What follows belongs to an exercise in optimizing a design on an open flow for small area, a short achievable clock period and few clock cycles per item; a production flow would make more cautious choices.
The RTL was checked by simulation tests, not by an equivalence proof against the original design.
Power and IR drop assume default switching activity.

==> flow/design.v <==
`timescale 1ns / 1ps
package ssc_pkg;
  localparam int ArgDigits = 4;
  localparam int StickW = 15;    
  localparam int AccumW = 14;    
  localparam int CountW = 17;    
  localparam int ChanW  = 12;    
  localparam logic [ChanW-1:0]    CenterReset   = 12'd1502;
  localparam logic [StickW-1:0]   FloorReset    = 15'd1700;
  localparam logic [StickW-1:0]   ThrottleReset = 15'd1100;
  localparam logic [AccumW-1:0]   AccumMax      = 14'd9999;
  localparam logic [CountW-1:0]   CountMax      = '1;
  localparam logic [9:0]  AdjustmentReset  = 10'd100;
  localparam logic [15:0] HoldLimitReset   = 16'd100;
  localparam logic [11:0] ArmThrottleReset = 12'd1100;
  localparam logic [7:0] ChArm    = 8'h61;   
  localparam logic [7:0] ChClear  = 8'h71;   
  localparam logic [7:0] ChCenter = 8'h73;   
  localparam logic [7:0] ChThr    = 8'h74;   
  localparam logic [7:0] ChRoll   = 8'h72;   
  localparam logic [7:0] ChPitch  = 8'h70;   
  localparam logic [7:0] ChFloor  = 8'h6D;   
  localparam logic [7:0] ChNorth  = 8'h78;   
  localparam logic [7:0] ChEast   = 8'h7A;   
  localparam logic [7:0] ChSouth  = 8'h79;   
  localparam logic [7:0] ChWest   = 8'h75;   
  localparam logic [7:0] ChSpace  = 8'h20;
  localparam logic [7:0] ChTab    = 8'h09;
  localparam logic [7:0] ChCr     = 8'h0D;
  localparam logic [7:0] ChPlus   = 8'h2B;
  localparam logic [7:0] ChMinus  = 8'h2D;
  localparam logic [7:0] ChZero   = 8'h30;
  localparam logic [7:0] ChNine   = 8'h39;
  localparam logic [1:0] RegAdjustment  = 2'd0;
  localparam logic [1:0] RegHoldLimit   = 2'd1;
  localparam logic [1:0] RegArmThrottle = 2'd2;
  localparam logic [1:0] PH_SKIP   = 2'd0;
  localparam logic [1:0] PH_DIGITS = 2'd1;
  localparam logic [1:0] PH_DONE   = 2'd2;
  localparam logic [1:0] TGT_THROTTLE = 2'd0;
  localparam logic [1:0] TGT_ROLL     = 2'd1;
  localparam logic [1:0] TGT_PITCH    = 2'd2;
  localparam logic [1:0] TGT_FLOOR    = 2'd3;
  typedef struct packed {
    logic [9:0]  adjustment;
    logic [15:0] hold_limit;
    logic [11:0] arm_throttle;
  } cfg_t;
endpackage
`timescale 1ns / 1ps
import ssc_pkg::*;
module ssc_arg_parse (
  input  logic [1:0]               phase,        
  input  logic                     negative,
  input  logic signed [StickW-1:0] sacc,         
  input  logic signed [StickW-1:0] sacc10,       
  input  logic                     sacc_above,   
  input  logic signed [StickW-1:0] floor_thr,
  input  logic [7:0]               ch,
  output logic [1:0]               phase_nxt,
  output logic                     negative_nxt,
  output logic signed [StickW-1:0] value,        
  output logic signed [StickW-1:0] value10,      
  output logic                     above_floor   
);
  logic       is_digit;
  logic       is_white;
  logic       is_sign;
  logic       take;                             
  logic [3:0] digit;
  assign is_digit = (ch[7:4] == 4'h3) && ((ch[3:0] <= 4'd9));
  assign is_white = (ch == ChSpace) || ((ch >= ChTab) && (ch <= ChCr));
  assign is_sign  = (ch == ChPlus) || (ch == ChMinus);
  assign digit    = ch[3:0];
  assign take     = is_digit && (phase != PH_DONE);
  always_comb begin
    phase_nxt    = phase;
    negative_nxt = negative;
    case (phase)
      PH_SKIP: begin
        if (is_sign) begin
          negative_nxt = ch[2];                 
          phase_nxt    = PH_DIGITS;
        end else if (is_digit) begin
          phase_nxt = PH_DIGITS;
        end else if (!is_white) begin
          phase_nxt = PH_DONE;
        end
      end
      PH_DIGITS: if (!is_digit) phase_nxt = PH_DONE;
      default: ;
    endcase
  end
  localparam int HiW = StickW - 4;
  localparam int HwW = StickW - 7;
  logic signed [StickW-1:0] s10, s100;
  logic [HiW-1:0]           hi, ones_below, zeros_below;
  logic [HwW-1:0]           hw, ones_below_w, zeros_below_w;
  assign s10  = sacc10;
  assign s100 = (s10 <<< 3) + (s10 <<< 1);
  assign hi   = s10[StickW-1:4];
  assign hw   = s100[StickW-1:7];
  for (genvar i = 0; i < HiW; i++) begin : g_pre
    if (i == 0) begin : g_first
      assign ones_below[i]  = 1'b1;
      assign zeros_below[i] = 1'b1;
    end else begin : g_rest
      assign ones_below[i]  = &hi[i-1:0];
      assign zeros_below[i] = ~|hi[i-1:0];
    end
  end
  for (genvar i = 0; i < HwW; i++) begin : g_prew
    if (i == 0) begin : g_first
      assign ones_below_w[i]  = 1'b1;
      assign zeros_below_w[i] = 1'b1;
    end else begin : g_rest
      assign ones_below_w[i]  = &hw[i-1:0];
      assign zeros_below_w[i] = ~|hw[i-1:0];
    end
  end
  localparam int QW = 16;
  logic [QW-1:0] q;
  logic [QW-5:0] qh;
  logic          q_neg, q_m1, q_z;
  assign q     = {s10[StickW-1], s10} + ~{floor_thr[StickW-1], floor_thr};
  assign qh    = q[QW-1:4];
  assign q_neg = qh[QW-5];
  assign q_m1  = &qh;
  assign q_z   = ~|qh;
  logic [3:0]     low_v, low_q;
  logic           up, down, q_up, q_down;
  logic [HiW-1:0] hi_sel;
  logic           sum_neg;
  assign low_v  = negative ? s10[3:0] - digit : s10[3:0] + digit;
  assign up     = !negative && (digit > ~s10[3:0]);
  assign down   =  negative && (digit >  s10[3:0]);
  assign hi_sel = hi ^ ({HiW{up}} & ones_below) ^ ({HiW{down}} & zeros_below);
  logic [6:0]     d10, low_w;
  logic           w_up, w_down;
  logic [HwW-1:0] hw_sel;
  assign d10    = 7'(digit) * 7'd10;
  assign low_w  = negative ? s100[6:0] - d10 : s100[6:0] + d10;
  assign w_up   = !negative && (d10 > ~s100[6:0]);
  assign w_down =  negative && (d10 >  s100[6:0]);
  assign hw_sel = hw ^ ({HwW{w_up}} & ones_below_w) ^ ({HwW{w_down}} & zeros_below_w);
  assign q_up   = !negative && (digit > ~q[3:0]);
  assign q_down =  negative && (digit >  q[3:0]);
  always_comb begin
    if (q_up)        sum_neg = q_neg && !q_m1;    
    else if (q_down) sum_neg = q_neg || q_z;      
    else             sum_neg = q_neg;
  end
  assign value       = take ? signed'({hi_sel, low_v}) : sacc;
  assign value10     = take ? signed'({hw_sel, low_w}) : sacc10;
  assign above_floor = take ? !sum_neg : sacc_above;
endmodule
`timescale 1ns / 1ps
import ssc_pkg::*;
module ssc_tick (
  input  logic [ChanW-1:0]         center_pitch,
  input  logic [ChanW-1:0]         center_roll,
  input  logic [3:0]               dir_flags,
  input  logic [CountW-1:0]        hold_count,
  input  ssc_pkg::cfg_t            cfg,
  output logic signed [StickW-1:0] pitch,
  output logic signed [StickW-1:0] roll,
  output logic [3:0]               dir_flags_nxt,
  output logic [CountW-1:0]        hold_count_nxt
);
  logic expired;
  function automatic logic [StickW-1:0] deflect(input logic [ChanW-1:0] c,
                                                input logic up, input logic dn,
                                                input logic [9:0] adj);
    logic [12:0] a;
    logic [13:0] r;
    logic        sub;
    sub = dn && !up;
    a   = (up ^ dn) ? {3'b000, adj} : 13'd0;
    r   = {2'b00, c} + {1'b0, a ^ {13{sub}}} + 14'(sub);
    deflect = {{2{sub && !r[13]}}, r[12:0]};
  endfunction
  assign pitch = deflect(center_pitch, dir_flags[2], dir_flags[0], cfg.adjustment);
  assign roll  = deflect(center_roll,  dir_flags[3], dir_flags[1], cfg.adjustment);
  assign expired = hold_count > CountW'(cfg.hold_limit);
  assign dir_flags_nxt  = expired ? 4'd0 : dir_flags;
  assign hold_count_nxt = expired ? CountW'(1) : hold_count + 1'b1;
endmodule
`timescale 1ns / 1ps
import ssc_pkg::*;
module ssc_cfg_regs (
  input  logic         clk,
  input  logic         rst,
  input  logic         psel,
  input  logic         penable,
  input  logic         pwrite,
  input  logic [3:0]   paddr,
  input  logic [31:0]  pwdata,
  output logic [31:0]  prdata,
  output logic         pready,
  output ssc_pkg::cfg_t cfg
);
  logic       wr_en;
  logic [2:0] ld;
  assign pready  = 1'b1;
  assign wr_en   = psel && penable && pwrite;
  assign ld[0] = rst || (wr_en && paddr[3:2] == RegAdjustment);
  assign ld[1] = rst || (wr_en && paddr[3:2] == RegHoldLimit);
  assign ld[2] = rst || (wr_en && paddr[3:2] == RegArmThrottle);
  always_ff @(posedge clk) begin
    if (ld[0]) cfg.adjustment   <= rst ? AdjustmentReset  : pwdata[9:0];
    if (ld[1]) cfg.hold_limit   <= rst ? HoldLimitReset   : pwdata[15:0];
    if (ld[2]) cfg.arm_throttle <= rst ? ArmThrottleReset : pwdata[11:0];
  end
  always_comb begin
    case (paddr[3:2])
      RegAdjustment:  prdata = {22'd0, cfg.adjustment};
      RegHoldLimit:   prdata = {16'd0, cfg.hold_limit};
      RegArmThrottle: prdata = {20'd0, cfg.arm_throttle};
      default:        prdata = 32'd0;
    endcase
  end
endmodule
`timescale 1ns / 1ps
import ssc_pkg::*;
module serial_stick_command_decoder_top (
  input  logic        clk,
  input  logic        rst,
  input  logic        cmd_valid,
  output logic        cmd_ready,
  input  logic        cmd_mode,
  input  logic [7:0]  cmd_rx_byte,
  input  logic [11:0] cmd_rc_pitch,
  input  logic [11:0] cmd_rc_roll,
  output logic        stick_valid,
  input  logic        stick_ready,
  output logic        stick_armed,
  output logic [14:0] stick_throttle,
  output logic [14:0] stick_pitch,
  output logic [14:0] stick_roll,
  output logic        stick_clear_store,
  output logic [3:0]  stick_directions,
  input  logic        psel,
  input  logic        penable,
  input  logic        pwrite,
  input  logic [3:0]  paddr,
  input  logic [31:0] pwdata,
  output logic [31:0] prdata,
  output logic        pready
);
  ssc_pkg::cfg_t cfg;
  ssc_cfg_regs u_cfg (
    .clk     (clk),
    .rst     (rst),
    .psel    (psel),
    .penable (penable),
    .pwrite  (pwrite),
    .paddr   (paddr),
    .pwdata  (pwdata),
    .prdata  (prdata),
    .pready  (pready),
    .cfg     (cfg)
  );
  logic        in_valid;
  logic        in_mode;
  logic [7:0]  in_byte;
  logic        advance;
  assign advance   = in_valid && (!stick_valid || stick_ready);
  assign cmd_ready = !in_valid || advance;
  always_ff @(posedge clk) begin
    if (rst || cmd_ready) in_valid <= !rst && cmd_valid;
  end
  always_ff @(posedge clk) begin
    if (cmd_ready && cmd_valid) begin
      in_mode  <= cmd_mode;
      in_byte  <= cmd_rx_byte;
    end
  end
  logic                     armed_flag;
  logic                     pending;         
  logic [1:0]               chars_left;      
  logic [1:0]               target;
  logic [1:0]               phase;
  logic                     negative;
  logic signed [StickW-1:0] sacc;
  logic signed [StickW-1:0] sacc10;          
  logic                     sacc_above;      
  logic [3:0]               dir_flags;
  logic [CountW-1:0]        hold_count;
  logic [ChanW-1:0]         center_pitch;
  logic [ChanW-1:0]         center_roll;
  logic signed [StickW-1:0] floor_throttle;
  logic signed [StickW-1:0] throttle_reg;      
  logic                     throttle_own;      
  logic signed [StickW-1:0] throttle_shown;
  logic signed [StickW-1:0] pitch_reg;
  logic signed [StickW-1:0] roll_reg;
  logic                     clear_reg;
  logic [1:0]               phase_nxt;
  logic                     negative_nxt;
  logic signed [StickW-1:0] arg_value;
  logic signed [StickW-1:0] arg_value10;
  logic                     arg_above_floor;
  ssc_arg_parse u_parse (
    .phase        (phase),
    .negative     (negative),
    .sacc         (sacc),
    .sacc10       (sacc10),
    .sacc_above   (sacc_above),
    .floor_thr    (floor_throttle),
    .ch           (in_byte),
    .phase_nxt    (phase_nxt),
    .negative_nxt (negative_nxt),
    .value        (arg_value),
    .value10      (arg_value10),
    .above_floor  (arg_above_floor)
  );
  logic signed [StickW-1:0] tick_pitch;
  logic signed [StickW-1:0] tick_roll;
  logic [3:0]               tick_dirs;
  logic [CountW-1:0]        tick_hold;
  ssc_tick u_tick (
    .center_pitch   (center_pitch),
    .center_roll    (center_roll),
    .dir_flags      (dir_flags),
    .hold_count     (hold_count),
    .cfg            (cfg),
    .pitch          (tick_pitch),
    .roll           (tick_roll),
    .dir_flags_nxt  (tick_dirs),
    .hold_count_nxt (tick_hold)
  );
  logic is_tick, is_arg, is_cmd, is_last;
  logic do_arm, do_clear, do_center, do_open, do_dir;
  logic [3:0] dir_bit;
  logic [1:0] open_target;
  assign is_tick  = in_mode;
  assign is_arg   = !in_mode && pending;
  assign is_cmd   = !in_mode && !pending;
  assign is_last  = is_arg && (chars_left == 2'd0);
  assign do_arm    = is_cmd && (in_byte == ChArm);
  assign do_clear  = is_cmd && (in_byte == ChClear);
  assign do_center = is_cmd && (in_byte == ChCenter);
  always_comb begin
    open_target = TGT_THROTTLE;
    dir_bit     = 4'd0;
    do_open     = 1'b0;
    case (in_byte)
      ChThr:   begin do_open = 1'b1; open_target = TGT_THROTTLE; end
      ChRoll:  begin do_open = 1'b1; open_target = TGT_ROLL;     end
      ChPitch: begin do_open = 1'b1; open_target = TGT_PITCH;    end
      ChFloor: begin do_open = 1'b1; open_target = TGT_FLOOR;    end
      ChNorth: dir_bit = 4'b0001;
      ChEast:  dir_bit = 4'b0010;
      ChSouth: dir_bit = 4'b0100;
      ChWest:  dir_bit = 4'b1000;
      default: ;
    endcase
  end
  assign do_dir = is_cmd && (dir_bit != 4'd0);
  logic open_arg;
  logic last_thr, last_roll, last_pitch, last_floor;
  assign open_arg   = is_cmd && do_open && armed_flag;
  assign last_thr   = is_last && (target == TGT_THROTTLE);
  assign last_roll  = is_last && (target == TGT_ROLL);
  assign last_pitch = is_last && (target == TGT_PITCH);
  assign last_floor = is_last && (target == TGT_FLOOR);
  always_ff @(posedge clk) begin
    if (rst || (advance && do_arm))
      armed_flag <= !rst && !armed_flag;
    if (rst || (advance && (open_arg || is_last)))
      pending <= !rst && !is_last;
    if (rst || (advance && (do_dir || is_tick)))
      dir_flags <= rst ? 4'd0 : is_tick ? tick_dirs : (dir_flags | dir_bit);
    if (rst || (advance && (do_dir || is_tick)))
      hold_count <= (rst || !is_tick) ? '0 : tick_hold;
    if (rst || (advance && last_floor))
      floor_throttle <= rst ? signed'(FloorReset) : arg_value;
    if (rst || (advance && (do_arm || last_thr || last_floor))) begin
      throttle_reg <= rst ? signed'(ThrottleReset) :
                      do_arm ? signed'(StickW'(cfg.arm_throttle)) :
                      last_thr ? arg_value : throttle_shown;
      throttle_own <= rst || !last_thr || arg_above_floor;
    end
    if (rst || (advance && (do_center || is_tick || last_pitch)))
      pitch_reg <= rst ? signed'(StickW'(CenterReset)) :
                   do_center ? signed'(StickW'(center_pitch)) :
                   is_tick ? tick_pitch : arg_value;
    if (rst || (advance && (do_center || is_tick || last_roll)))
      roll_reg <= rst ? signed'(StickW'(CenterReset)) :
                  do_center ? signed'(StickW'(center_roll)) :
                  is_tick ? tick_roll : arg_value;
  end
  logic pending_after;
  logic take_center;
  assign pending_after = !in_valid ? pending :
                         open_arg ? 1'b1 :
                         is_last ? 1'b0 : pending;
  assign take_center   = cmd_valid && cmd_ready && !cmd_mode
                         && (cmd_rx_byte == ChCenter) && !pending_after;
  always_ff @(posedge clk) begin
    if (rst || take_center) begin
      center_pitch <= rst ? CenterReset : cmd_rc_pitch;
      center_roll  <= rst ? CenterReset : cmd_rc_roll;
    end
  end
  always_ff @(posedge clk) begin
    if (advance) begin
      if (is_cmd) begin
        chars_left <= 2'd3;
        target     <= open_target;
        phase      <= PH_SKIP;
        negative   <= 1'b0;
        sacc       <= '0;
        sacc10     <= '0;
        sacc_above <= floor_throttle[StickW-1];    
      end else if (is_arg) begin
        chars_left <= chars_left - 2'd1;
        phase      <= phase_nxt;
        negative   <= negative_nxt;
        sacc       <= arg_value;
        sacc10     <= arg_value10;
        sacc_above <= arg_above_floor;
      end
    end
  end
  always_ff @(posedge clk) begin
    if (rst || advance || stick_ready) stick_valid <= !rst && advance;
  end
  always_ff @(posedge clk) begin
    if (advance) clear_reg <= do_clear;
  end
  assign stick_armed       = armed_flag;
  assign throttle_shown    = throttle_own ? throttle_reg : floor_throttle;
  assign stick_throttle    = throttle_shown;
  assign stick_pitch       = pitch_reg;
  assign stick_roll        = roll_reg;
  assign stick_clear_store = clear_reg;
  assign stick_directions  = dir_flags;
endmodule
==> flow/flow/run.sh <==
#!/bin/bash
# The standard layout, with every port buffered by the smallest plain
# buffer (the timing repair resizes the ones on critical paths) instead of
# the delay buffer buffer_ports picks by default.
set -euo pipefail
export BUFFER_PORTS_ARGS="-buffer_cell sky130_fd_sc_hd__buf_1"
bash standard.sh finish > standard_flow.log 2>&1
==> flow/standard.sh <==
#!/bin/bash
# synth_recipe.tcl (not shown) runs the flow's synth.tcl, then flattens the netlist and writes it again
# the make line also repeats each setting of config.mk as NAME=value (left out here)
make -C /OpenROAD-flow-scripts/flow DESIGN_CONFIG=/design/flow/config.mk WORK_HOME=/design/flow/orfs CLKGATE_MAP_FILE= SYNTH_SCRIPT=/design/flow/synth_recipe.tcl "${@:-finish}"
==> flow/config.mk <==
export PLATFORM = sky130hd
export DESIGN_NAME = serial_stick_command_decoder_top
export DESIGN_NICKNAME = serial_stick_command_decoder_top
export VERILOG_FILES = /design/flow/design.v
export SDC_FILE = /design/flow/constraint.sdc
export NUM_CORES = 4
export LEC_CHECK = 0
export CAP_MARGIN = 20
export CORE_MARGIN = 2
export CORE_UTILIZATION = 55
export SETUP_SLACK_MARGIN = 3.1
export SLEW_MARGIN = 20
==> flow/constraint.sdc <==
create_clock -name core_clock -period 7.0 [get_ports {clk}]
set_input_delay 1.4000 -clock core_clock [delete_from_list [all_inputs] [get_ports {clk}]]
set_output_delay 1.4000 -clock core_clock [all_outputs]
set_load 0.01 [all_outputs]
==> flow_summary.ini, run 1 <==
[layout]
num-fill-cells = 2028
fin_nets = 1636
largest_reg_flops = 38
final_area_sq_um = 14800
drive_gt1_share_pct = 9.14
reg_top3 = u_cfg.cfg x38, hold_count x17
regMostFlops = u_cfg.cfg
final_util_pct = 63.0
area_growth_pct = 12.4

[grt]
grt_pass1_wl_um = 52200
grt_pass1_vias = 9438
grt_remaining_overflow = 0
grt_start_max_net_pins = 76
antenna_found_initial = 2
grt_usage_pct = 27.4

[die]
start_util_pct = 56.0
die_w_um = 159
dieArea_sq_um = 25200
std_cell_rows = 56
io_pins = 162
die_h_um = 159
coreArea_sq_um = 23500

[sta]
final_hold_viol_count = 0
fin_skew_ns = 0.0186
post-route-period-util_pct = 54.2
slew-limit-headroom_pct = 25.8
fin_crit_ns = 3.79
fin_tns_setup_ns = 0
tightest_slew_ns = 1.11
setup_violations = 0
layout_setup_ws_ns = 3.21
fmax_ghz = 0.264
rsz0062_at_grt = true
drv_slew = 0

[clocking]
cts.sinks = 195
cts_root_buf = clkbuf_16
hold_buffers = 0
cts_buffers = 17
cts_tree = built
clk_pin_slew_ns = 0.09
h-tree-depth = 4
clockBufferDepth = 2
clkLatencyLatePin_ns = 0.46

[setup_path]
worst_setup_path_start_kind = input pin
path_max_fanout = 18
end_kind = primary output
slowest_delay_ns = 0.30
timing.critical_path.mode_cell = buf_1
required_ns = 5.60
path_delay_family = buffers and inverters
crit_arrival_ns = 2.39
cp_cell_sequence = buf_1 -> buf_4 -> mux2i_1 -> o21ai_0 -> buf_1
cp_slowest_cell = o21ai_0
critPathKind = in2out
worst-path-buf-inv = 3

[yosys]
avgSynthCellArea_sq_um = 9.94
synthFlopType = edfxtp_1
ys.warnings.count = 4
synth_seq_cells = 195
netlist_instances = 1323
synthArstFlopShare_pct = 0
synth_edf_count = 195
yosysSeqAreaShare_pct = 44.5
synth_area_sq_um = 13200
synth_cell_types = 72

[placement]
port-buffer-count = 126
dpl-instance-area_sq_um = 13900
dp_hpwl_um = 24700
globalplace.congestion = 0.855
place_ws_ns = 2.28

[routing]
drc_errors = 0
drt-initial-drc-count = 885
wl_per_cell_um = 19.2
routed_via_density = 5.73
wl_um = 34300
vias = 10200
ant_nets = 0
dr.pass1.iters = 7

[outcome]
status = no timing/DRC/antenna violations

[power]
p_leak_nw = 5.86
vdd_drop_max_mv = 0.146
power.density_nw_per_um2 = 218

[min_path]
hp-class = reg2reg

[run]
cap_violations = 0
[cells by family after synthesis]
| logic type | Yosys count | synth area share, % |
|---|---|---|
| compound gates | 288 | 14.2 |
| buf+inv | 150 | 4.87 |
| other cells | 2 | 0.0571 |
| mux | 31 | 2.41 |
| xor+xnor | 99 | 6.59 |
| fa+ha+maj | 107 | 10.7 |
| simple gates | 451 | 16.7 |
| flops | 195 | 44.5 |
[metrics by stage]
stage                     power (mW)  hold WS [ns]  instances
after floorplan                 2.01         0.522       1338
final                           3.22         0.561       1786
after CTS                       3.20         0.566       1775
after global placement          2.19         0.537       1734
after detailed placement        2.20         0.547       1734
after global routing            3.36         0.595       1785
[cells in the final DEF, fill, tap and decap left out, drive strengths merged, types with 29 or more instances in the layout]
cell type	n
a21oi	75
buf	160
edfxtp	195
ha	98
inv	93
mux2i	29
nand2	91
nor2	158
nor2b	41
o21ai	76
or2	29
xnor2	67
xor2	32
[synthesized netlist by cell type (29+ instances only)]
library cell,instances,area (sq um)
edfxtp_1,195,5860
a21oi_1,74,370
xor2_1,32,280
or2_2,29,181
xnor2_1,67,587
clkbuf_1,38,143
nor2_1,158,593
o21ai_0,70,350
nor2b_1,41,257
inv_1,82,308
mux2i_1,29,290
ha_1,98,1230
nand2_1,91,342
[power breakdown]
part | switching (mW) | internal [mW]
Clock | 0.513 | 0.483
Sequential | 0.0593 | 1.39
Combinational | 0.453 | 0.324
[path summary, 6_finish.rpt]
path            startpoint             to  slack (ns)  cells after the start
max reg2reg     in_byte[1]     sacc10[14]        3.24                     14
max               paddr[3]      prdata[0]        3.21                      5
min reg2reg  chars_left[0]  chars_left[0]        0.56                      1
min          chars_left[0]  chars_left[0]        0.56                      1
[routing by layer]
metal | part of all wire (%) | GRT usage [%] | up-vias
met3 | 7.0 | 5.53 | 46
met5 | 0.035 | 0 | -
met1 | 45 | 39.3 | 4871
li1 | - | - | 4971
met4 | 1.9 | 7.64 | 2
met2 | 46 | 42.6 | 348
[what timing repair did]
item	in CTS	in global routing
pin swaps	1	1
resized for setup	12	15
setup endpoints to repair	27	30
endpoints found under the hold margin	0	0
setup buffers	9	10
[final cells by class]
type / instances / area (sq um) / area share, %
Multi-Input combinational cell: 993 / 6870 / 46.5
Timing Repair Buffer: 161 / 753 / 5.09
Tap cell: 319 / 399 / 2.70
Antenna cell: 1 / 2.50 / 0.0169
Clock buffer: 18 / 429 / 2.90
Clock inverter: 14 / 158 / 1.07
Inverter: 85 / 320 / 2.17
Sequential cell: 195 / 5860 / 39.6
Testbench counts, summed over its fixed seeds: cycles 12,042, items 12,026.
==> run 2, diff against run 1 <==
--- a/flow/config.mk
+++ b/flow/config.mk
@@ -8,5 +8,5 @@
 export CAP_MARGIN = 20
 export CORE_MARGIN = 2
 export CORE_UTILIZATION = 55
-export SETUP_SLACK_MARGIN = 3.1
+export SETUP_SLACK_MARGIN = 3.5
 export SLEW_MARGIN = 20
==> run 2 against run 1 <==
  * Non-clock buffer count is 22 higher
  * Sequential share of layout area decreased by 1.6 points
  * Register-to-register slack gained 0.12 ns
  * Worst setup slack improved by 0.16 ns
  * Die area is the same
  * Critical endpoint is now sacc10[14]
  * Clock-buffer cell count shrank 1
  * Still clean on timing, DRC and antenna
==> flow_summary.ini, run 2 <==
[outcome]
status = no timing/DRC/antenna violations

[clocking]
cts_buffers = 17
h-tree-depth = 4
clkLatencyLatePin_ns = 0.45
clk_pin_slew_ns = 0.09
cts.sinks = 195
clockBufferDepth = 2
cts_root_buf = clkbuf_16
cts_tree = built

[sta]
fin_tns_setup_ns = 0
final_hold_viol_count = 0
fin_crit_ns = 3.64
slew-limit-headroom_pct = 36.8
drv_slew = 0
rsz0062_at_grt = true
post-route-period-util_pct = 51.9
worst_hold_slack_ns = 0.562
tightest_slew_ns = 0.948
fmax_ghz = 0.275
setup_violations = 0
fin_skew_ns = 0.0159

[setup_path]
end_kind = flip-flop
path_max_fanout = 5
required_ns = 7.20
worst_setup_path_start_kind = flip-flop
critPathKind = reg2reg
reg2reg_from = sacc10[3]
cp-startpoint = sacc10[3]
reg2reg_depth = 12
crit_arrival_ns = 3.83

[routing]
routed_via_density = 5.71
drc_errors = 0
wl_um = 34400
dr.pass1.iters = 6
wl_per_cell_um = 19.0
drt-initial-drc-count = 779
vias = 10300
ant_nets = 0

[min_path]
whs_path_depth = 1
hp-class = reg2reg
hp-start = chars_left[0]

[yosys]
yosys.area_share.simple_pct = 16.7
ys.warnings.count = 4
synth_top_family_by_area = simple AND/OR/NAND/NOR gates
synth-compound-area-share_pct = 14.2
synthFlopType = edfxtp_1
netlist_instances = 1323
yosysMostFrequentCell = edfxtp_1
muxShareOfSynthArea_pct = 2.41
synth_edf_count = 195
synthAdderAreaFrac_pct = 10.7
yosys-top-cells-count = edfxtp_1, nor2_1, ha_1
synth-xor-area-share_pct = 6.59
synth_cell_types = 72
netlist_top_cells_area = edfxtp_1, ha_1, nor2_1
yosys.area.top_type = edfxtp_1
avgSynthCellArea_sq_um = 9.94
yosysSeqAreaShare_pct = 44.5
synth_area_sq_um = 13200
synth_seq_cells = 195
synth.top_cell.area_share_pct = 44.5
synthArstFlopShare_pct = 0

[die]
io_pins = 162
die_h_um = 159
coreArea_sq_um = 23500
die_w_um = 159
dieArea_sq_um = 25200
start_util_pct = 56.0
std_cell_rows = 56

[layout]
n_antenna_cell = 0
final_util_pct = 65.7
fin_nets = 1658
regMostFlops = u_cfg.cfg
drive_gt1_share_pct = 14.9
mostFrequentLayoutCells = edfxtp_1, nor2_1, buf_1
largest_reg_flops = 38
reg_top3 = u_cfg.cfg x38, hold_count x17
area_growth_pct = 17.2
final_common_cell = edfxtp_1
num-fill-cells = 1925
final_area_sq_um = 15400

[placement]
dpl-instance-area_sq_um = 13900
dp_hpwl_um = 24500
port-buffer-count = 126
globalplace.congestion = 0.869

[power]
p_leak_nw = 6.09
vdd_drop_max_mv = 0.142
power.density_nw_per_um2 = 217

[run]
cap_violations = 0

[grt]
grt_start_max_net_pins = 70
grt_pass1_wl_um = 52700
antenna_found_initial = 1
grt_usage_pct = 27.5
grt_pass1_vias = 9593
grt_remaining_overflow = 0
-- run 2: changes by cell type in the layout (fill, tap and decap cells not counted), sizes merged --
cell,previous run,this run
inv,93,89
bufbuf,0,1
buf,160,179
clkinv,4,8
diode,1,0
clkbuf,19,20
bufinv,0,1
-- run 2: kinds of logic (layout without fill, tap and decap cells) --
family,Yosys count,count (layout)
AOI/OAI and AO/OA,288,288
xor gates and xnor gates,99,99
adders and majority gates,107,107
buffers and inverters,150,300
DFF,195,195
muxes,31,31
other,2,17
and+or+nand+nor,451,451
-- run 2: final timing paths --
check	to	slack, ns
max	sacc10[14]	3.36
min	chars_left[0]	0.56
max reg2reg	sacc10[14]	3.36
min reg2reg	chars_left[0]	0.56
-- run 2: final cells by class --
| class | count | area [sq um] | share of cell area, % |
|---|---|---|---|
| Multi-Input combinational cell | 993 | 7150 | 46.4 |
| Sequential cell | 195 | 5860 | 38.0 |
| Timing Repair Buffer | 183 | 1030 | 6.66 |
| Clock buffer | 17 | 425 | 2.76 |
| Tap cell | 319 | 399 | 2.59 |
| Inverter | 85 | 339 | 2.20 |
| Clock inverter | 15 | 223 | 1.44 |
-- run 2: metrics by stage --
| step | std cells | total power [mW] | setup slack [ns] |
|---|---|---|---|
| after global routing | 1807 | 3.49 | 3.26 |
| after detailed placement | 1734 | 2.20 | 2.51 |
| after CTS | 1791 | 3.30 | 3.33 |
| final | 1807 | 3.34 | 3.36 |
| after floorplan | 1338 | 2.02 | 3.45 |
| after global placement | 1734 | 2.19 | 2.54 |
-- run 2: metal layers --
layer | track usage (%) | vias up | wire length, um
met5 | 0 | - | 0
met2 | 43.9 | 356 | 16000
met1 | 39.0 | 4908 | 15600
met3 | 5.25 | 30 | 2310
li1 | - | 5024 | -
met4 | 6.52 | 0 | 538
-- run 2: power by group --
group          internal, mW  switching [mW]  total, mW  leakage (nW)
clock                 0.529           0.532       1.06         0.311
sequential             1.39          0.0607       1.45          1.88
combinational         0.362           0.469      0.831          3.90
-- run 2: worst max-delay path, cell delays in order (launching register included) --
cell,delay [ns]
edfxtp_1,0.52
ha_1,0.29
fa_1,0.46
xor2_2,0.24
ha_4,0.25
a211oi_2,0.24
o21ai_2,0.12
or3_4,0.34
nand3b_1,0.21
or3_4,0.38
mux2i_4,0.15
xnor2_1,0.13
nor2_1,0.05
-- run 2: repair_timing --
item / 4_1_cts / 5_1_grt
endpoints found under the setup margin: 98 / 79
pin swaps: 18 / 36
gates cloned: 1 / 0
hold buffers: 0 / 0
buffers inserted: 24 / 16
gates resized for setup: 63 / 53
==> run 3, diff against run 2 <==
--- a/flow/config.mk
+++ b/flow/config.mk
@@ -8,5 +8,5 @@
 export CAP_MARGIN = 20
 export CORE_MARGIN = 2
 export CORE_UTILIZATION = 55
-export SETUP_SLACK_MARGIN = 3.5
+export SETUP_SLACK_MARGIN = 3.6
 export SLEW_MARGIN = 20
==> run 3 against run 2 <==
  * Wire length increased by 2.2%
  * Die area unchanged
  * Register-to-register slack improved by 0.09 ns
  * Synthesized cell count unchanged
  * Hold slack improved by 0.00067 ns
  * Flip-flop and latch count unchanged
  * Sequential power about the same
==> flow_summary.ini, run 3 <==
[outcome]
status = no timing/DRC/antenna violations

[setup_path]
cp-startpoint = paddr[2]
endpoint = prdata[10]
worst_setup_path_start_kind = input pin
required_ns = 5.60
critPathKind = in2out
regToRegEndpoint = sacc10[14]
reg2reg_depth = 14
reg2reg_from = in_byte[1]
ff2ff_setup_slack_ns = 3.45
path_max_fanout = 6
crit_arrival_ns = 2.21
end_kind = primary output

[routing]
wl_per_cell_um = 19.3
dr.pass1.iters = 5
wl_um = 35100
drt-initial-drc-count = 726
ant_nets = 0
drc_errors = 0
routed_via_density = 5.70
vias = 10400

[layout]
num-fill-cells = 1895
n_antenna_cell = 0
final_util_pct = 66.7
largest_reg_flops = 38
regMostFlops = u_cfg.cfg
final_area_sq_um = 15700
final_common_cell = edfxtp_1
fin_nets = 1675
reg_top3 = u_cfg.cfg x38, hold_count x17
area_growth_pct = 19.1
drive_gt1_share_pct = 17.7
mostFrequentLayoutCells = edfxtp_1, nor2_1, buf_1

[clocking]
h-tree-depth = 4
cts.sinks = 195
clk_pin_slew_ns = 0.08
cts_tree = built
clkLatencyLatePin_ns = 0.45
clockBufferDepth = 2
hold_buffers = 0
cts_buffers = 17
cts_root_buf = clkbuf_16

[placement]
dpl-instance-area_sq_um = 14000
dp_hpwl_um = 24500
place_ws_ns = 2.35
globalplace.congestion = 0.889
port-buffer-count = 126

[die]
die_h_um = 159
std_cell_rows = 56
io_pins = 162
dieArea_sq_um = 25200
die_w_um = 159
start_util_pct = 56.0
coreArea_sq_um = 23500

[grt]
antenna_found_initial = 0
grt_pass1_wl_um = 53400
grt_remaining_overflow = 0
grt_usage_pct = 28.3
grt_start_max_net_pins = 49
grt_pass1_vias = 9589

[sta]
post-route-period-util_pct = 51.5
rsz0062_at_grt = true
fin_tns_setup_ns = 0
fin_crit_ns = 3.61
layout_setup_ws_ns = 3.39
fmax_ghz = 0.277
final_hold_viol_count = 0
setup_violations = 0
slew-limit-headroom_pct = 41.1
drv_slew = 0
tightest_slew_ns = 0.883
fin_skew_ns = 0.0153

[power]
pwr-share-comb_pct = 25.8
power.density_nw_per_um2 = 215
p_leak_nw = 6.18
vdd_drop_max_mv = 0.139
power.internal_mw = 2.32
p_clk_share_pct = 31.2
seqPwrFrac_pct = 43.0
switching_power_mw = 1.05
swShare_pct = 31.2

[yosys]
synth_seq_cells = 195
synthArstFlopShare_pct = 0
netlist_instances = 1323
avgSynthCellArea_sq_um = 9.94
synth_area_sq_um = 13200
netlist_top_cells_area = edfxtp_1, ha_1, nor2_1
synth.top_cell.area_share_pct = 44.5
yosys.area.top_type = edfxtp_1
yosys-top-cells-count = edfxtp_1, nor2_1, ha_1
synth_cell_types = 72
synthFlopType = edfxtp_1
yosysSeqAreaShare_pct = 44.5
ys.warnings.count = 4
synth_edf_count = 195
yosysMostFrequentCell = edfxtp_1

[run]
cap_violations = 0

[min_path]
hp-class = reg2reg
run 3: changes by cell type in the layout (fill, tap and decap cells not counted), moves of 5 or more:
cell	before	now
nand2_1	90	82
clkinv_8	7	2
buf_4	49	61
nand2_2	1	6
o21ai_2	9	15
run 3: final cells by class:
cell class	instances	area [sq um]	share of cell area (%)
Timing Repair Buffer	200	1190	7.61
Tap cell	319	399	2.55
Clock buffer	18	429	2.74
Multi-Input combinational cell	993	7260	46.4
Clock inverter	14	188	1.20
Sequential cell	195	5860	37.4
Inverter	85	337	2.15
run 3: critical path, cell delays in order:
cell and delay [ns]:
buf_16 0.08, clkinvlp_4 0.09, nor2_4 0.17, clkbuf_16 0.18, a22o_1 0.14, buf_2 0.13
run 3: repair_timing:
action                                  in CTS  in global routing
pin swaps                                   14                 30
buffers inserted                            35                 22
endpoints found under the setup margin     132                 92
cloned                                       0                  1
gates resized for setup                     80                 61
run 3: worst min path at each step:
stage | depth (start not counted) | start | endpoint | slack (ns)
2_1_floorplan | 1 | chars_left[0] | chars_left[0] | 0.52
3_3_place_gp | 1 | chars_left[0] | chars_left[0] | 0.54
3_5_place_dp | 1 | chars_left[0] | chars_left[0] | 0.54
4_1_cts | 1 | chars_left[0] | chars_left[0] | 0.56
5_1_grt | 1 | chars_left[0] | chars_left[0] | 0.59
6_report | 1 | chars_left[0] | chars_left[0] | 0.56
run 3: cells by family (layout without fill, tap and decap cells):
kind of cell,after synthesis,after routing,share of synthesized area (%)
compound gates,288,288,14.2
xor+xnor,99,99,6.59
other cells,2,17,0.0571
mux,31,31,2.41
buf+inv,150,317,4.87
flops,195,195,44.5
simple gates,451,451,16.7
fa+ha+maj,107,107,10.7
run 3: routing by layer:
layer  global-route usage [%]  up-vias  share of wire, %
met3                     4.84       49               5.5
met4                     9.35        0               2.7
met5                        0        -                 0
li1                         -     5057                 -
met2                     44.6      309                47
met1                     39.8     4987                45
run 3: metrics by stage:
step           power, mW  cells  hold slack, ns
2_1_floorplan       2.03   1338           0.522
3_3_place_gp        2.20   1733           0.541
3_5_place_dp        2.22   1733           0.545
4_1_cts             3.32   1800           0.562
5_1_grt             3.52   1824           0.594
6_report            3.37   1824           0.563
run 3: power by group through the flow:
stage                     logic (mW)  clock network (mW)  registers (mW)
final                          0.870                1.05            1.45
after global routing           0.959                1.11            1.46
after detailed placement       0.736                   0            1.48
after floorplan                0.570                   0            1.46
after CTS                      0.811                1.06            1.45
after global placement         0.725                   0            1.48
==> run 4, diff against run 3 <==
--- a/flow/config.mk
+++ b/flow/config.mk
@@ -8,5 +8,5 @@
 export CAP_MARGIN = 20
 export CORE_MARGIN = 2
 export CORE_UTILIZATION = 55
-export SETUP_SLACK_MARGIN = 3.6
+export SETUP_SLACK_MARGIN = 3.35
 export SLEW_MARGIN = 20
==> run 4 against run 3 <==
  * Still clean on timing, DRC and antenna
  * Global-route usage down 0.43 points
  * Clock skew down 0.0038 ns
  * Hold slack better by 0.0034 ns
  * Worst setup slack worse by 0.073 ns
  * Fmax down 2.0%
  * Area after synthesis unchanged
  * Largest cell class unchanged
  * Highest routed layer unchanged
==> flow_summary.ini, run 4 <==
[outcome]
status = no timing/DRC/antenna violations

[clocking]
cts.sinks = 195
cts_buffers = 17
clkLatencyLatePin_ns = 0.45
clockBufferDepth = 2
h-tree-depth = 4
hold_buffers = 0
clk_pin_slew_ns = 0.07
cts_tree = built
cts_root_buf = clkbuf_16

[setup_path]
crit_arrival_ns = 2.28
end_kind = primary output
path_max_fanout = 5
worst_setup_path_start_kind = input pin
required_ns = 5.60
critPathKind = in2out

[layout]
reg_top3 = u_cfg.cfg x38, hold_count x17
mostFrequentLayoutCells = edfxtp_1, nor2_1, buf_1
final_common_cell = edfxtp_1
num-fill-cells = 1972
fin_nets = 1650
regMostFlops = u_cfg.cfg
drive_gt1_share_pct = 13.4
final_area_sq_um = 15200
area_growth_pct = 15.3
largest_reg_flops = 38
final_cell_count_no_fill = 1799
final_util_pct = 64.6
n_antenna_cell = 0

[die]
coreArea_sq_um = 23500
die_w_um = 159
die_h_um = 159
io_pins = 162
start_util_pct = 56.0
dieArea_sq_um = 25200
std_cell_rows = 56

[routing]
vias = 10300
wl_per_cell_um = 19.3
drt-initial-drc-count = 824
routed_via_density = 5.71
wl_um = 34700
ant_nets = 0
dr.pass1.iters = 5
drc_errors = 0

[yosys]
netlist_top_cells_area = edfxtp_1, ha_1, nor2_1
synthFlopType = edfxtp_1
yosys-top-cells-count = edfxtp_1, nor2_1, ha_1
ys.warnings.count = 4
synth_edf_count = 195
synth_area_sq_um = 13200
yosysMostFrequentCell = edfxtp_1
netlist_instances = 1323
synth_seq_cells = 195
synth.top_cell.area_share_pct = 44.5
avgSynthCellArea_sq_um = 9.94
synthArstFlopShare_pct = 0
yosys.area.top_type = edfxtp_1
synth_cell_types = 72
yosysSeqAreaShare_pct = 44.5

[sta]
setup_violations = 0
slew-limit-headroom_pct = 30.9
worst_hold_slack_ns = 0.566
final_hold_viol_count = 0
rsz0062_at_grt = true
fin_skew_ns = 0.0114
fin_tns_setup_ns = 0
fin_crit_ns = 3.68
tightest_slew_ns = 1.04
post-route-period-util_pct = 52.6
fmax_ghz = 0.272
drv_slew = 0

[grt]
grt_pass1_wl_um = 52800
grt_remaining_overflow = 0
grt_usage_pct = 27.9
antenna_found_initial = 0
grt_start_max_net_pins = 73
grt_pass1_vias = 9612

[run]
cap_violations = 0

[power]
vdd_drop_max_mv = 0.181
switching_power_mw = 1.00
power.density_nw_per_um2 = 214
p_leak_nw = 6.06
seqPwrFrac_pct = 44.7
power.internal_mw = 2.24
p_clk_share_pct = 30.3
swShare_pct = 31.0
pwr-share-comb_pct = 25.0

[placement]
dpl.cell_count = 1734
port-buffer-count = 126
dp_hpwl_um = 24800
globalplace.congestion = 0.877
dpl-instance-area_sq_um = 13900

[min_path]
hp-class = reg2reg
## run 4: per-layer routing
layer | global-route usage [%] | vias to the layer above | share of wire, %
met4 | 9.05 | 0 | 2.3
met3 | 4.71 | 51 | 6.3
met2 | 43.3 | 354 | 45
met1 | 39.8 | 4873 | 46
met5 | 0 | - | 0
li1 | - | 4999 | -
## run 4: timing repair
item                       4_1_cts  5_1_grt
gates cloned                     2        0
setup buffers                   26        5
pin swaps                        9       16
gates resized for setup         74       41
setup endpoints to repair       90       64
## run 4: power groups by stage
stage	logic (mW)	registers, mW	clock network [mW]
3_5_place_dp	0.724	1.47	0
4_1_cts	0.787	1.45	0.995
2_1_floorplan	0.550	1.46	0
6_report	0.811	1.45	0.980
3_3_place_gp	0.710	1.47	0
5_1_grt	0.900	1.46	1.03
## run 4: cell type report
cell class	instances	area (sq um)	area share, %
clock buffers	17	425	2.80
clock inverters	15	145	0.957
inverters	85	333	2.19
multi-input cells	993	7050	46.5
flip-flops and latches	195	5860	38.6
well taps	319	399	2.63
repair buffers	175	956	6.30
## run 4: kinds of logic after synthesis
| group | after synthesis | share of synthesized area (%) |
|---|---|---|
| other cells | 2 | 0.0571 |
| mux | 31 | 2.41 |
| xor+xnor | 99 | 6.59 |
| fa+ha+maj | 107 | 10.7 |
| flops | 195 | 44.5 |
| simple gates | 451 | 16.7 |
| buf+inv | 150 | 4.87 |
| compound gates | 288 | 14.2 |
## run 4: worst max-delay path, cell delays in order
cell	delay, ns
buf_8	0.11
buf_12	0.13
nor2_4	0.11
buf_6	0.13
buf_12	0.12
nand2_2	0.05
o21ai_1	0.07
buf_2	0.14
## run 4: through the flow
stage                     worst slack (ns)  power [mW]
after floorplan                       3.36        2.01
after global routing                  3.23        3.39
final                                 3.32        3.24
after global placement                2.39        2.18
after detailed placement              2.33        2.20
after CTS                             3.26        3.23
## run 4: path summary, 6_finish.rpt
check | start | end | slack [ns] | cells after the start
min reg2reg | chars_left[0] | chars_left[0] | 0.57 | 1
max reg2reg | in_byte[1] | sacc10[14] | 3.37 | 15
min | chars_left[0] | chars_left[0] | 0.57 | 1
max | paddr[3] | prdata[8] | 3.32 | 8
==> run 5, diff against run 4 <==
--- a/flow/config.mk
+++ b/flow/config.mk
@@ -7,6 +7,7 @@
 export LEC_CHECK = 0
 export CAP_MARGIN = 20
 export CORE_MARGIN = 2
-export CORE_UTILIZATION = 55
+export CORE_UTILIZATION = 65
 export SETUP_SLACK_MARGIN = 3.35
 export SLEW_MARGIN = 20
+export TNS_END_PERCENT = 5
==> run 5 against run 4 <==
  * Wire length is 5.6% lower
  * Critical path depth is 1 lower
  * Critical endpoint is now prdata[9]
  * Design area is 1.6% lower
  * Sequential power hardly changed
  * Worst setup slack worse by 0.036 ns
  * Utilization is 9.8 points higher
  * Via count is 1.5% higher
  * Sequential share of layout area is 0.64 points higher
  * Total power is 1.9% lower
  * Combinational power is 1% lower
==> flow_summary.ini, run 5 <==
[routing]
ant_nets = 0
met3_length_um = 2620
wl_um = 32800
highest_layer = met4
wl_per_cell_um = 18.8
routed_via_density = 5.98
m1WireLength_um = 14200
wl_met2_um = 15100
vias = 10400
dr.pass1.iters = 8
drc_errors = 0
drt-initial-drc-count = 958

[power]
vdd_drop_max_mv = 0.176
power_mw = 3.18
power.density_nw_per_um2 = 213
p_leak_nw = 5.95

[sta]
final_hold_viol_count = 0
slew-limit-headroom_pct = 31.2
rsz0062_at_grt = true
fin_crit_ns = 3.72
tightest_slew_ns = 1.02
drv_slew = 0
fin_tns_setup_ns = 0
fmax_ghz = 0.269
fin_skew_ns = 0.0151
setup_violations = 0
post-route-period-util_pct = 53.1

[placement]
port-buffer-count = 126
globalplace.congestion = 0.875
dp_hpwl_um = 23300

[clocking]
cts_buffers = 17
cts_tree = built
hold_buffers = 0
clkLatencyLatePin_ns = 0.43
clockBufferDepth = 2
clk_pin_slew_ns = 0.08
cts_root_buf = clkbuf_16
h-tree-depth = 4
cts.sinks = 195

[setup_path]
timing.critical_path.mode_cell = buf_12
end_kind = primary output
reg2reg_depth = 13
path_max_fanout = 11
crit_arrival_ns = 2.32
critPathKind = in2out
required_ns = 5.60
slowest_delay_ns = 0.17
cp_slowest_cell = buf_2
cp_cell_sequence = buf_4 -> buf_12 -> nor2_4 -> buf_12 -> nand2_1 -> o21ai_1 -> buf_2
worst_setup_path_start_kind = input pin

[yosys]
yosysMostFrequentCell = edfxtp_1
synthFlopType = edfxtp_1
ys.warnings.count = 4
netlist_top_cells_area = edfxtp_1, ha_1, nor2_1
yosys-top-cells-count = edfxtp_1, nor2_1, ha_1
netlist_instances = 1323
synth_seq_cells = 195
yosys.area.top_type = edfxtp_1
synthArstFlopShare_pct = 0
synth_area_sq_um = 13200
synth_cell_types = 72
avgSynthCellArea_sq_um = 9.94
synth.top_cell.area_share_pct = 44.5
yosysSeqAreaShare_pct = 44.5
synth_edf_count = 195

[outcome]
status = no timing/DRC/antenna violations

[min_path]
hp-class = reg2reg
whs_path_depth = 1

[die]
coreArea_sq_um = 20000
io_pins = 162
dieArea_sq_um = 21400
std_cell_rows = 52
die_w_um = 146
die_h_um = 146
start_util_pct = 65.6

[layout]
regMostFlops = u_cfg.cfg
largest_reg_flops = 38
area_growth_pct = 13.5
num-fill-cells = 1456
final_common_cell = edfxtp_1
drive_gt1_share_pct = 11.4
fin_nets = 1644
n_antenna_cell = 0
mostFrequentLayoutCells = edfxtp_1, nor2_1, buf_1
final_util_pct = 74.5
reg_top3 = u_cfg.cfg x38, hold_count x17

[grt]
antenna_found_initial = 0
grt_pass1_vias = 9709
grt_pass1_wl_um = 50800
grt_usage_pct = 30.2
grt_start_max_net_pins = 80
grt_remaining_overflow = 0

[run]
cap_violations = 0
-- run 5: cell count changes in the layout (fill, tap and decap cells not counted), moves of 6 or more --
cell,delta
nand2_4,-6
nand2_1,+11
mux2i_1,+6
o21ai_0,+6
mux2i_2,-6
-- run 5: worst paths after layout --
kind,start,end,slack (ns)
setup / recovery,paddr[3],prdata[9],3.28
hold / removal,chars_left[0],chars_left[0],0.57
setup reg to reg,dir_flags[1],roll_reg[12],3.34
hold reg to reg,chars_left[0],chars_left[0],0.57
-- run 5: logic make-up after synthesis --
logic type / after synthesis / share of synthesized area [%]
xor+xnor: 99 / 6.59
buf+inv: 150 / 4.87
simple gates: 451 / 16.7
flops: 195 / 44.5
fa+ha+maj: 107 / 10.7
other cells: 2 / 0.0571
compound gates: 288 / 14.2
mux: 31 / 2.41
-- run 5: metrics by stage --
step	instance area [sq um]	setup WS, ns	cells	hold slack [ns]
finish	14900	3.28	1744	0.570
global route	14900	3.17	1744	0.609
CTS	14700	3.32	1735	0.565
detailed placement	13800	2.40	1685	0.547
global placement	13800	2.44	1685	0.537
floorplan	13200	3.32	1338	0.522
-- run 5: what timing repair did --
item	CTS	global route
gates cloned	1	0
pin swaps	5	5
gates resized for setup	46	24
endpoints found under the setup margin	62	64
setup buffers	17	9
-- run 5: layer usage --
metal / GRT usage [%] / vias to the layer above
met5: 0 / -
met3: 5.59 / 60
met4: 10.3 / 0
met2: 47.7 / 470
li1: - / 4988
met1: 42.5 / 4917
-- run 5: area by class of cell --
class                   instances  area, sq um  area share, %
inverters                      85          323           2.16
well taps                     270          338           2.26
repair buffers                169          862           5.78
multi-input cells             993         7000           46.9
clock buffers                  17          425           2.85
flip-flops and latches        195         5860           39.2
clock inverters                15          120          0.805
-- run 5: power breakdown --
part / internal [mW] / switching [mW]
Sequential: 1.39 / 0.0583
Clock: 0.466 / 0.464
Combinational: 0.344 / 0.458
-- run 5: critical path: cells and delay by family --
kind	cells	cell delay (ns)
AND/OR/NAND/NOR	2	0.19
buffers and inverters	4	0.59
AO/OA/AOI/OAI	1	0.13

-- what the ideal ports hide --
In the flow no input, the clock included, has a driving cell. The finished layouts below were timed again as built, in two steps.
Step 1 sets driving cells, clkbuf_16 on the clock port and buf_2 on the other inputs (assumed; they add their load-dependent delay and slew).
Step 2 also shifts input and output timing later by t, the mid clock arrival at the registers, as if the neighbouring blocks saw the same clock.
a / b / c = ideal ports / drivers / drivers and shift; a / b = the first two.
| run | shift t [ns] | setup WS [ns] | latest minus earliest clock arrival (ns) | worst slew at a driven data input, ns | cell pins on the clock port's net |
|---|---|---|---|---|---|
| run 1 | 0.497 | 3.209 / 3.187 / 3.154 | 0.018 / 0.019 | 0.05 | 1 |
| run 2 | 0.492 | 3.365 / 3.332 / 3.303 | 0.016 / 0.016 | 0.06 | 1 |
| run 3 | 0.494 | 3.393 / 3.307 / 3.307 | 0.017 / 0.017 | 0.08 | 1 |
| run 4 | 0.492 | 3.320 / 3.282 / 3.141 | 0.015 / 0.015 | 0.05 | 1 |
| run 5 | 0.476 | 3.284 / 3.261 / 3.261 | 0.015 / 0.015 | 0.04 | 1 |
After both steps setup and hold are still met in every run listed. For run 4, which loses most, drivers alone change the setup slack by -0.038 ns; drivers and shift together by -0.179 ns.
